Background: an optimization exercise with open tools, aiming at small area. Do not read the settings as production practice.
Only simulation tests tie the RTL to the original design; equivalence was not proved.

==> design.v <==
package key_schedule_pkg;
  localparam logic [3:0] NUM_ROUNDS = 4'd10;
endpackage
module ks_xor2  (input logic a, b, output logic y); assign y = a ^ b;     endmodule
module ks_xnor2 (input logic a, b, output logic y); assign y = ~(a ^ b);  endmodule
module ks_nand2 (input logic a, b, output logic y); assign y = ~(a & b);  endmodule
module aes_sbox
(
  input  logic [7:0] a,
  output logic [7:0] s
);
  logic x0, x1, x2, x3, x4, x5, x6, x7;
  logic s0, s1, s2, s3, s4, s5, s6, s7;
  logic y14, y13, y9, y8, t0, y1, y4, y12, y2, y5, y3, t1;
  logic y15, y20, y6, y10, y11, y7, y17, y19, y16, y21, y18, t2;
  logic t3, t4, t5, t6, t7, t8, t9, t10, t11, t12, t13, t14;
  logic t15, t16, t17, t18, t19, t20, t21, t22, t23, t24, t25, t26;
  logic t27, t28, t29, t30, t31, t32, t33, t34, t35, t36, t37, t38;
  logic t39, t40, t41, t42, t43, t44, t45, z0, z1, z2, z3, z4;
  logic z5, z6, z7, z8, z9, z10, z11, z12, z13, z14, z15, z16;
  logic z17, t46, t47, t48, t49, t50, t51, t52, t53, t54, t55, t56;
  logic t57, t58, t59, t60, t61, t62, t63, t64, t65, t66, t67;
  assign {x0, x1, x2, x3, x4, x5, x6, x7} = a;
  assign s = {s0, s1, s2, s3, s4, s5, s6, s7};
  ks_xor2 g1 (.a(x3), .b(x5), .y(y14));
  ks_xor2 g2 (.a(x0), .b(x6), .y(y13));
  ks_xor2 g3 (.a(x0), .b(x3), .y(y9));
  ks_xor2 g4 (.a(x0), .b(x5), .y(y8));
  ks_xor2 g5 (.a(x1), .b(x2), .y(t0));
  ks_xor2 g6 (.a(t0), .b(x7), .y(y1));
  ks_xor2 g7 (.a(y1), .b(x3), .y(y4));
  ks_xor2 g8 (.a(y13), .b(y14), .y(y12));
  ks_xor2 g9 (.a(y1), .b(x0), .y(y2));
  ks_xor2 g10 (.a(y1), .b(x6), .y(y5));
  ks_xor2 g11 (.a(y5), .b(y8), .y(y3));
  ks_xor2 g12 (.a(x4), .b(y12), .y(t1));
  ks_xor2 g13 (.a(t1), .b(x5), .y(y15));
  ks_xor2 g14 (.a(t1), .b(x1), .y(y20));
  ks_xor2 g15 (.a(y15), .b(x7), .y(y6));
  ks_xor2 g16 (.a(y15), .b(t0), .y(y10));
  ks_xor2 g17 (.a(y20), .b(y9), .y(y11));
  ks_xor2 g18 (.a(x7), .b(y11), .y(y7));
  ks_xor2 g19 (.a(y10), .b(y11), .y(y17));
  ks_xor2 g20 (.a(y10), .b(y8), .y(y19));
  ks_xor2 g21 (.a(t0), .b(y11), .y(y16));
  ks_xor2 g22 (.a(y13), .b(y16), .y(y21));
  ks_xor2 g23 (.a(x0), .b(y16), .y(y18));
  ks_nand2 g24 (.a(y12), .b(y15), .y(t2));
  ks_nand2 g25 (.a(y3), .b(y6), .y(t3));
  ks_xor2 g26 (.a(t3), .b(t2), .y(t4));
  ks_nand2 g27 (.a(y4), .b(x7), .y(t5));
  ks_xor2 g28 (.a(t5), .b(t2), .y(t6));
  ks_nand2 g29 (.a(y13), .b(y16), .y(t7));
  ks_nand2 g30 (.a(y5), .b(y1), .y(t8));
  ks_xor2 g31 (.a(t8), .b(t7), .y(t9));
  ks_nand2 g32 (.a(y2), .b(y7), .y(t10));
  ks_xor2 g33 (.a(t10), .b(t7), .y(t11));
  ks_nand2 g34 (.a(y9), .b(y11), .y(t12));
  ks_nand2 g35 (.a(y14), .b(y17), .y(t13));
  ks_xor2 g36 (.a(t13), .b(t12), .y(t14));
  ks_nand2 g37 (.a(y8), .b(y10), .y(t15));
  ks_xor2 g38 (.a(t15), .b(t12), .y(t16));
  ks_xor2 g39 (.a(t4), .b(t14), .y(t17));
  ks_xor2 g40 (.a(t6), .b(t16), .y(t18));
  ks_xor2 g41 (.a(t9), .b(t14), .y(t19));
  ks_xor2 g42 (.a(t11), .b(t16), .y(t20));
  ks_xor2 g43 (.a(t17), .b(y20), .y(t21));
  ks_xor2 g44 (.a(t18), .b(y19), .y(t22));
  ks_xor2 g45 (.a(t19), .b(y21), .y(t23));
  ks_xor2 g46 (.a(t20), .b(y18), .y(t24));
  ks_xor2 g47 (.a(t21), .b(t22), .y(t25));
  ks_nand2 g48 (.a(t21), .b(t23), .y(t26));
  ks_xnor2 g49 (.a(t24), .b(t26), .y(t27));
  ks_nand2 g50 (.a(t25), .b(t27), .y(t28));
  ks_xnor2 g51 (.a(t28), .b(t22), .y(t29));
  ks_xor2 g52 (.a(t23), .b(t24), .y(t30));
  ks_xnor2 g53 (.a(t22), .b(t26), .y(t31));
  ks_nand2 g54 (.a(t31), .b(t30), .y(t32));
  ks_xnor2 g55 (.a(t32), .b(t24), .y(t33));
  ks_xor2 g56 (.a(t23), .b(t33), .y(t34));
  ks_xor2 g57 (.a(t27), .b(t33), .y(t35));
  ks_nand2 g58 (.a(t24), .b(t35), .y(t36));
  ks_xnor2 g59 (.a(t36), .b(t34), .y(t37));
  ks_xnor2 g60 (.a(t27), .b(t36), .y(t38));
  ks_nand2 g61 (.a(t29), .b(t38), .y(t39));
  ks_xnor2 g62 (.a(t25), .b(t39), .y(t40));
  ks_xor2 g63 (.a(t40), .b(t37), .y(t41));
  ks_xor2 g64 (.a(t29), .b(t33), .y(t42));
  ks_xor2 g65 (.a(t29), .b(t40), .y(t43));
  ks_xor2 g66 (.a(t33), .b(t37), .y(t44));
  ks_xor2 g67 (.a(t42), .b(t41), .y(t45));
  ks_nand2 g68 (.a(t44), .b(y15), .y(z0));
  ks_nand2 g69 (.a(t37), .b(y6), .y(z1));
  ks_nand2 g70 (.a(t33), .b(x7), .y(z2));
  ks_nand2 g71 (.a(t43), .b(y16), .y(z3));
  ks_nand2 g72 (.a(t40), .b(y1), .y(z4));
  ks_nand2 g73 (.a(t29), .b(y7), .y(z5));
  ks_nand2 g74 (.a(t42), .b(y11), .y(z6));
  ks_nand2 g75 (.a(t45), .b(y17), .y(z7));
  ks_nand2 g76 (.a(t41), .b(y10), .y(z8));
  ks_nand2 g77 (.a(t44), .b(y12), .y(z9));
  ks_nand2 g78 (.a(t37), .b(y3), .y(z10));
  ks_nand2 g79 (.a(t33), .b(y4), .y(z11));
  ks_nand2 g80 (.a(t43), .b(y13), .y(z12));
  ks_nand2 g81 (.a(t40), .b(y5), .y(z13));
  ks_nand2 g82 (.a(t29), .b(y2), .y(z14));
  ks_nand2 g83 (.a(t42), .b(y9), .y(z15));
  ks_nand2 g84 (.a(t45), .b(y14), .y(z16));
  ks_nand2 g85 (.a(t41), .b(y8), .y(z17));
  ks_xor2 g86 (.a(z15), .b(z16), .y(t46));
  ks_xor2 g87 (.a(z10), .b(z11), .y(t47));
  ks_xor2 g88 (.a(z5), .b(z13), .y(t48));
  ks_xor2 g89 (.a(z9), .b(z10), .y(t49));
  ks_xor2 g90 (.a(z2), .b(z12), .y(t50));
  ks_xor2 g91 (.a(z2), .b(z5), .y(t51));
  ks_xor2 g92 (.a(z7), .b(z8), .y(t52));
  ks_xor2 g93 (.a(z0), .b(z3), .y(t53));
  ks_xor2 g94 (.a(z6), .b(z7), .y(t54));
  ks_xor2 g95 (.a(z16), .b(z17), .y(t55));
  ks_xnor2 g96 (.a(z12), .b(t48), .y(t56));
  ks_xor2 g97 (.a(t50), .b(t53), .y(t57));
  ks_xnor2 g98 (.a(z4), .b(t46), .y(t58));
  ks_xnor2 g99 (.a(z3), .b(t54), .y(t59));
  ks_xor2 g100 (.a(t46), .b(t57), .y(t60));
  ks_xnor2 g101 (.a(z14), .b(t57), .y(t61));
  ks_xor2 g102 (.a(t52), .b(t58), .y(t62));
  ks_xor2 g103 (.a(t49), .b(t58), .y(t63));
  ks_xnor2 g104 (.a(z4), .b(t59), .y(t64));
  ks_xor2 g105 (.a(t61), .b(t62), .y(t65));
  ks_xnor2 g106 (.a(z1), .b(t63), .y(t66));
  ks_xor2 g107 (.a(t59), .b(t63), .y(s0));
  ks_xnor2 g108 (.a(t56), .b(t62), .y(s6));
  ks_xnor2 g109 (.a(t48), .b(t60), .y(s7));
  ks_xor2 g110 (.a(t64), .b(t65), .y(t67));
  ks_xor2 g111 (.a(t53), .b(t66), .y(s3));
  ks_xor2 g112 (.a(t51), .b(t66), .y(s4));
  ks_xor2 g113 (.a(t47), .b(t65), .y(s5));
  ks_xnor2 g114 (.a(t64), .b(s3), .y(s1));
  ks_xnor2 g115 (.a(t55), .b(t67), .y(s2));
endmodule
module aes_subword
(
  input  logic [31:0] word,
  output logic [31:0] sub_word
);
  aes_sbox u_sb0 (.a(word[7:0]),   .s(sub_word[7:0]));
  aes_sbox u_sb1 (.a(word[15:8]),  .s(sub_word[15:8]));
  aes_sbox u_sb2 (.a(word[23:16]), .s(sub_word[23:16]));
  aes_sbox u_sb3 (.a(word[31:24]), .s(sub_word[31:24]));
endmodule
module key_schedule_expand
(
  input  logic [3:0]   round,      
  input  logic [127:0] key,
  input  logic [31:0]  sub_word,
  output logic [127:0] next_key
);
  logic [7:0]  rc;
  logic [7:0]  k0rc;
  logic [31:0] rot_word;
  logic [31:0] k0;
  always_comb begin
    case (round)
      4'd0:    rc = 8'h01;
      4'd1:    rc = 8'h02;
      4'd2:    rc = 8'h04;
      4'd3:    rc = 8'h08;
      4'd4:    rc = 8'h10;
      4'd5:    rc = 8'h20;
      4'd6:    rc = 8'h40;
      4'd7:    rc = 8'h80;
      4'd8:    rc = 8'h1b;
      4'd9:    rc = 8'h36;
      default: rc = 8'h00;
    endcase
  end
  for (genvar i = 0; i < 8; i++) begin : g_rc
    ks_xor2 u_rc (.a(key[i]), .b(rc[i]), .y(k0rc[i]));
  end
  assign k0 = {key[31:8], k0rc};
  assign rot_word = {sub_word[7:0], sub_word[31:8]};
  for (genvar i = 0; i < 32; i++) begin : g_w
    ks_xor2 u_w0 (.a(rot_word[i]),      .b(k0[i]),        .y(next_key[i]));
    ks_xor2 u_w1 (.a(next_key[i]),      .b(key[32 + i]),  .y(next_key[32 + i]));
    ks_xor2 u_w2 (.a(next_key[32 + i]), .b(key[64 + i]),  .y(next_key[64 + i]));
    ks_xor2 u_w3 (.a(next_key[64 + i]), .b(key[96 + i]),  .y(next_key[96 + i]));
  end
endmodule
module ks_inv    (input logic a, output logic y);           assign y = ~a;             endmodule
module ks_nand4  (input logic a, b, c, d, output logic y);  assign y = ~(a & b & c & d); endmodule
module ks_aoi22  (input logic a0, b0, a1, b1, output logic y);
  assign y = ~((a0 & b0) | (a1 & b1));
endmodule
module ks_aoi222 (input logic a0, b0, a1, b1, a2, b2, output logic y);
  assign y = ~((a0 & b0) | (a1 & b1) | (a2 & b2));
endmodule
module key_schedule
(
  input  logic         clk_in,
  input  logic         rst_in,
  input  logic         start_in,
  input  logic [127:0] key_in,
  output logic         busy_out,
  output logic         rk_valid_out,
  input  logic         rk_ready_in,
  output logic [3:0]   rk_round_out,
  output logic [127:0] rk_out,
  output logic         done_out,
  input  logic [3:0]   rd_addr_in,
  output logic [127:0] rd_data_out
);
  logic         busy_q;
  logic         done_q;
  logic [3:0]   round_q;
  logic [127:0] cur_key;
  logic [127:0] key_d_n, key_d;
  logic [3:0]   addr_q;
  logic [31:0]  sub_word;
  logic [127:0] next_key;
  logic         last, ld, adv, hold;
  aes_subword u_subword (
    .word     (cur_key[127:96]),
    .sub_word (sub_word)
  );
  key_schedule_expand u_expand (
    .round    (round_q),
    .key      (cur_key),
    .sub_word (sub_word),
    .next_key (next_key)
  );
  assign last = (round_q == key_schedule_pkg::NUM_ROUNDS);
  assign ld   = !rst_in && !busy_q && start_in;
  assign adv  = !rst_in && busy_q && rk_ready_in && !last;
  assign hold = !rst_in && !ld && !adv;
  always_ff @(posedge clk_in) begin
    if (rst_in) begin
      busy_q  <= 1'b0;
      done_q  <= 1'b0;
      round_q <= 4'd0;
    end else begin
      done_q <= busy_q && rk_ready_in && last;
      if (!busy_q) begin
        if (start_in) begin
          busy_q  <= 1'b1;
          round_q <= 4'd0;
        end
      end else if (rk_ready_in) begin
        if (last) busy_q <= 1'b0;
        else round_q <= round_q + 4'd1;
      end
    end
  end
  for (genvar i = 0; i < 128; i++) begin : g_key
    ks_aoi222 u_sel (.a0(ld), .b0(key_in[i]), .a1(adv), .b1(next_key[i]),
                     .a2(hold), .b2(cur_key[i]), .y(key_d_n[i]));
    ks_inv    u_inv (.a(key_d_n[i]), .y(key_d[i]));
  end
  always_ff @(posedge clk_in) begin
    cur_key <= key_d;
  end
  always_ff @(posedge clk_in) begin
    addr_q <= rst_in ? 4'hf : rd_addr_in;
  end
  logic [127:0] key_buf [0:10];
  logic [10:0]  sel;
  always_ff @(posedge clk_in) begin
    for (int e = 0; e <= 10; e++) begin
      if (busy_q && round_q == 4'(e)) key_buf[e] <= cur_key;
    end
  end
  for (genvar e = 0; e <= 10; e++) begin : g_sel
    assign sel[e] = (addr_q == 4'(e));
  end
  for (genvar i = 0; i < 128; i++) begin : g_rd
    logic [3:0] part_n;
    ks_aoi222 u_p0 (.a0(sel[0]), .b0(key_buf[0][i]), .a1(sel[1]), .b1(key_buf[1][i]),
                    .a2(sel[2]), .b2(key_buf[2][i]), .y(part_n[0]));
    ks_aoi222 u_p1 (.a0(sel[3]), .b0(key_buf[3][i]), .a1(sel[4]), .b1(key_buf[4][i]),
                    .a2(sel[5]), .b2(key_buf[5][i]), .y(part_n[1]));
    ks_aoi222 u_p2 (.a0(sel[6]), .b0(key_buf[6][i]), .a1(sel[7]), .b1(key_buf[7][i]),
                    .a2(sel[8]), .b2(key_buf[8][i]), .y(part_n[2]));
    ks_aoi22  u_p3 (.a0(sel[9]), .b0(key_buf[9][i]), .a1(sel[10]), .b1(key_buf[10][i]),
                    .y(part_n[3]));
    ks_nand4  u_or (.a(part_n[0]), .b(part_n[1]), .c(part_n[2]), .d(part_n[3]),
                    .y(rd_data_out[i]));
  end
  assign busy_out     = busy_q;
  assign rk_valid_out = busy_q;
  assign rk_round_out = round_q;
  assign rk_out       = cur_key;
  assign done_out     = done_q;
endmodule
==> run.sh <==
#!/bin/bash
# synth_recipe.tcl (not shown) runs the flow's synth.tcl, then flattens the netlist and writes it again
# the make line also repeats each setting of config.mk as NAME=value (left out here)
make -C /OpenROAD-flow-scripts/flow DESIGN_CONFIG=/design/flow/config.mk WORK_HOME=/design/flow/orfs CLKGATE_MAP_FILE= SYNTH_SCRIPT=/design/flow/synth_recipe.tcl finish
==> config.mk <==
export PLATFORM = sky130hd
export DESIGN_NAME = key_schedule
export DESIGN_NICKNAME = key_schedule
export VERILOG_FILES = /design/flow/design.v
export SDC_FILE = /design/flow/constraint.sdc
export NUM_CORES = 4
export LEC_CHECK = 0
export CAP_MARGIN = 20
export CORE_MARGIN = 2
export CORE_UTILIZATION = 40
export SLEW_MARGIN = 20
export SYNTH_HIERARCHICAL = 1
export SYNTH_MINIMUM_KEEP_SIZE = 0
==> constraint.sdc <==
create_clock -name core_clock -period 6.5 [get_ports {clk_in}]
set_input_delay 1.3000 -clock core_clock [delete_from_list [all_inputs] [get_ports {clk_in}]]
set_output_delay 1.3000 -clock core_clock [all_outputs]
set_load 0.01 [all_outputs]
==> summary.txt <==
-- Yosys stat by module (local to each module, per instance), excerpt --
module | cells inside | times used | flops+latches
ks_aoi22 | 1 | 128 | 0
ks_inv | 1 | 128 | 0
key_schedule | 1621 | 1 | 1546
ks_xor2 | 1 | 400 | 0
key_schedule_expand | 17 | 1 | 0
ks_nand4 | 1 | 128 | 0
ks_xnor2 | 1 | 68 | 0
ks_aoi222 | 1 | 512 | 0
ks_nand2 | 1 | 128 | 0
aes_sbox | 8 | 4 | 0
-- sequential cells by signal, indices dropped and copies added, names as in the netlist --
signal and cells:
busy_q 1, done_q 1, cur_key 128, addr_q 4
round_q 4, key_buf 1408
-- worst paths after layout --
path / startpoint / end / slack [ns]
hold reg to reg: cur_key[126] / key_buf[1][126] / 0.58
setup reg to reg: cur_key[105] / cur_key[102] / -0.63
setup / recovery: cur_key[105] / cur_key[102] / -0.63
hold / removal: cur_key[126] / key_buf[1][126] / 0.58
-- logic make-up (layout without fill, tap and decap cells) --
logic type / after synthesis / after routing / synth area share
XOR/XNOR: 468 / 468 / 0.0702
other: 0 / 3 / 0
flip-flops: 1546 / 1546 / 0.771
AND/OR/NAND/NOR: 323 / 323 / 0.0282
buffers and inverters: 169 / 1301 / 0.0131
adder cells (fa/ha/maj): 4 / 4 / 0.000857
AO/OA/AOI/OAI: 652 / 652 / 0.116
-- stage by stage --
| stage | hold slack, ns | setup TNS [ns] | utilization | area (sq um) | cells |
|---|---|---|---|---|---|
| final | 0.577 | -18.98 | 0.529 | 76800 | 6214 |
| after global routing | 0.604 | -73.63 | 0.529 | 76800 | 6214 |
| after CTS | 0.583 | -14.65 | 0.522 | 75800 | 6192 |
| after detailed placement | 0.570 | -25.74 | 0.473 | 68700 | 5836 |
| after global placement | 0.567 | -18.51 | 0.473 | 68700 | 5836 |
| after floorplan | 0.566 | -17.05 | - | 59100 | 3162 |
-- metal layers --
layer,vias up,routed length (um),track usage
met5,-,23,0
met4,4,4440,0.0699
met3,240,17300,0.0487
met2,1850,87100,0.384
met1,18893,73700,0.333
li1,15422,-,-
-- placed cells by master, fill, tap and decap left out, types with 29 or more instances in the layout --
cell type        netlist  layout
buf_4                 34     412
a222oi_1             512     512
xor2_2                 0     125
nand2_1              136     122
buf_6                  0      29
a22oi_2              128     128
dfxtp_1              138     122
xor2_1               400     215
buf_12                 0      31
clkbuf_16              0     161
nand4_1              129     129
xnor2_2                0      29
edfxtp_1            1408    1408
clkbuf_1               1      36
xor2_4                 0      60
clkdlybuf4s50_1        0     398
inv_1                132     123
-- repair_timing --
| item | 4_1_cts | 5_1_grt |
|---|---|---|
| setup endpoints to repair | 82 | 125 |
| pin swaps | 123 | 155 |
| resized for setup | 158 | 119 |
| setup buffers | 86 | 60 |
-- area by class of cell --
type / count / share of cell area
Timing Repair Buffer: 870 / 0.104
Sequential cell: 1546 / 0.587
Inverter: 132 / 0.00655
Clock buffer: 214 / 0.0572
Multi-Input combinational cell: 1447 / 0.200
Tap cell: 1917 / 0.0312
Antenna cell: 3 / 0.0000977
Clock inverter: 85 / 0.0135
==> summary.txt <==
all-layer global routing usage=0.240; post-cts hold buffer count=0; via count=36,409; Synth area leaders=edfxtp_1 (72%), a222oi_1 (8.8%), xor2_1 (6.0%), dfxtp_1 (4.7%), a22oi_2 (2.7%); site row count=140; Netlist Area Pre-Place=58,400 sq um; clk sinks=1,546; Clock Skew=0.0318 ns; Synth top cells by count=edfxtp_1 (1,408), a222oi_1 (512), xor2_1 (400); flops & latches, synth=1,546; gpl congestion=0.819; DR pass1 iterations=9; post-synth net total=3,302; I/O Pins=399; number of fill cells=11,689; critical path peak fanout=2; Critical Path Stages=38; DRC viols=0; Worst Hold Class=reg2reg; Rel. slew slack=0.260; Worst-Margin Slew=1.11 ns; largest net degree at the start of global routing=104; post-DR vias/cell=5.86; Bufs on Longest Clock Path=3; crit-path max cell delay=0.37 ns; min cycle time layout=7.13 ns; full die area=149,000 sq um; Post-synth EDFFs=1,408; initial antenna violation count=6; nets=4,297; area leader, netlist=edfxtp_1; SO Faults=negative setup slack; asr flop ratio synth=0; final setup margin=-0.633 ns; vias in the first global route=36,361; Starting Density=0.402; DP HPWL=96,900 um; Slew Viols, Final=0; area of the multi-input gates=15,400 sq um; Primary FF master, synth=edfxtp_1; Die Y=386 um; DP Worst Slack=-0.738 ns; CP bufs+invs=5; CTS tree=yes; grt ovf=0; CTS Root Cell=clkbuf_16; CTS buffer count=160; DR WL/cell=29.4 um; startpoint type of the worst setup path=flop; Die Wd=386 um; H-tree depth=4; antenna-violating nets left=0; CP top delay family=XOR/XNOR gates; buffers added on ports=398; Critical Path Most Common Cell=xor2_2; worst-skew pair later-pin latency=0.81 ns; most common cell in the synthesized netlist=edfxtp_1; Layout area overhead=31.6%; Syn Area/Cell=18.5 sq um; CORE AREA=145,000 sq um; Slowest-stage cell, CP=dfxtp_4; depth of the most critical reg-to-reg path=38; Final Hold Fails=0; max-cap viol count=0; Distinct cells, synth=37; Detailed Route Iter0 Violations=5,418; CP Data Arrival Time=7.82 ns; first-pass GRT wire length=256,000 um; final worst-path cycle share=1.10; register area share after synthesis=0.771; DRT Wirelength=183,000 um; Syn Inst Count=3,162; # setup viols final=71; crit path capture type=flop; WS Path Type=reg2reg; clk slew on worst S/H paths=0.06 ns; register area=45,100 sq um; status=failed layout checks; hold-critical path depth=0; share of cells above drive strength 1=0.266; Worst EP required=7.18 ns; FMAX=140 MHz; Synth warnings=10; RSZ-0062 raised after global routing=yes; Synth top area share=0.724

what the ideal ports hide:
The results above use ideal ports. As a check the final layout listed here was re-extracted and re-timed, cells and wires unchanged. Step 1 sets driving cells, clkbuf_16 on the clock port and buf_2 on the other inputs (assumed; they add their load-dependent delay and slew). Step 2, shift: input delay + t, output delay - t, t = (earliest + latest rising clock arrival at the registers) / 2. This alone moves slack from input paths to output paths. Three values: no drivers, after step 1, after step 2; two values: the first two.
t (ns): 0.872
setup slack, ns: -0.633 / -0.633 / -0.633
slew at the worst register clock pin (ns): 0.07 / 0.07
worst slew at a driven data input, ns: 0.16
cell pins on the clock port's net: 1
The setup slack of this run moves by 0.000 ns with the drivers and by 0.000 ns with both steps.
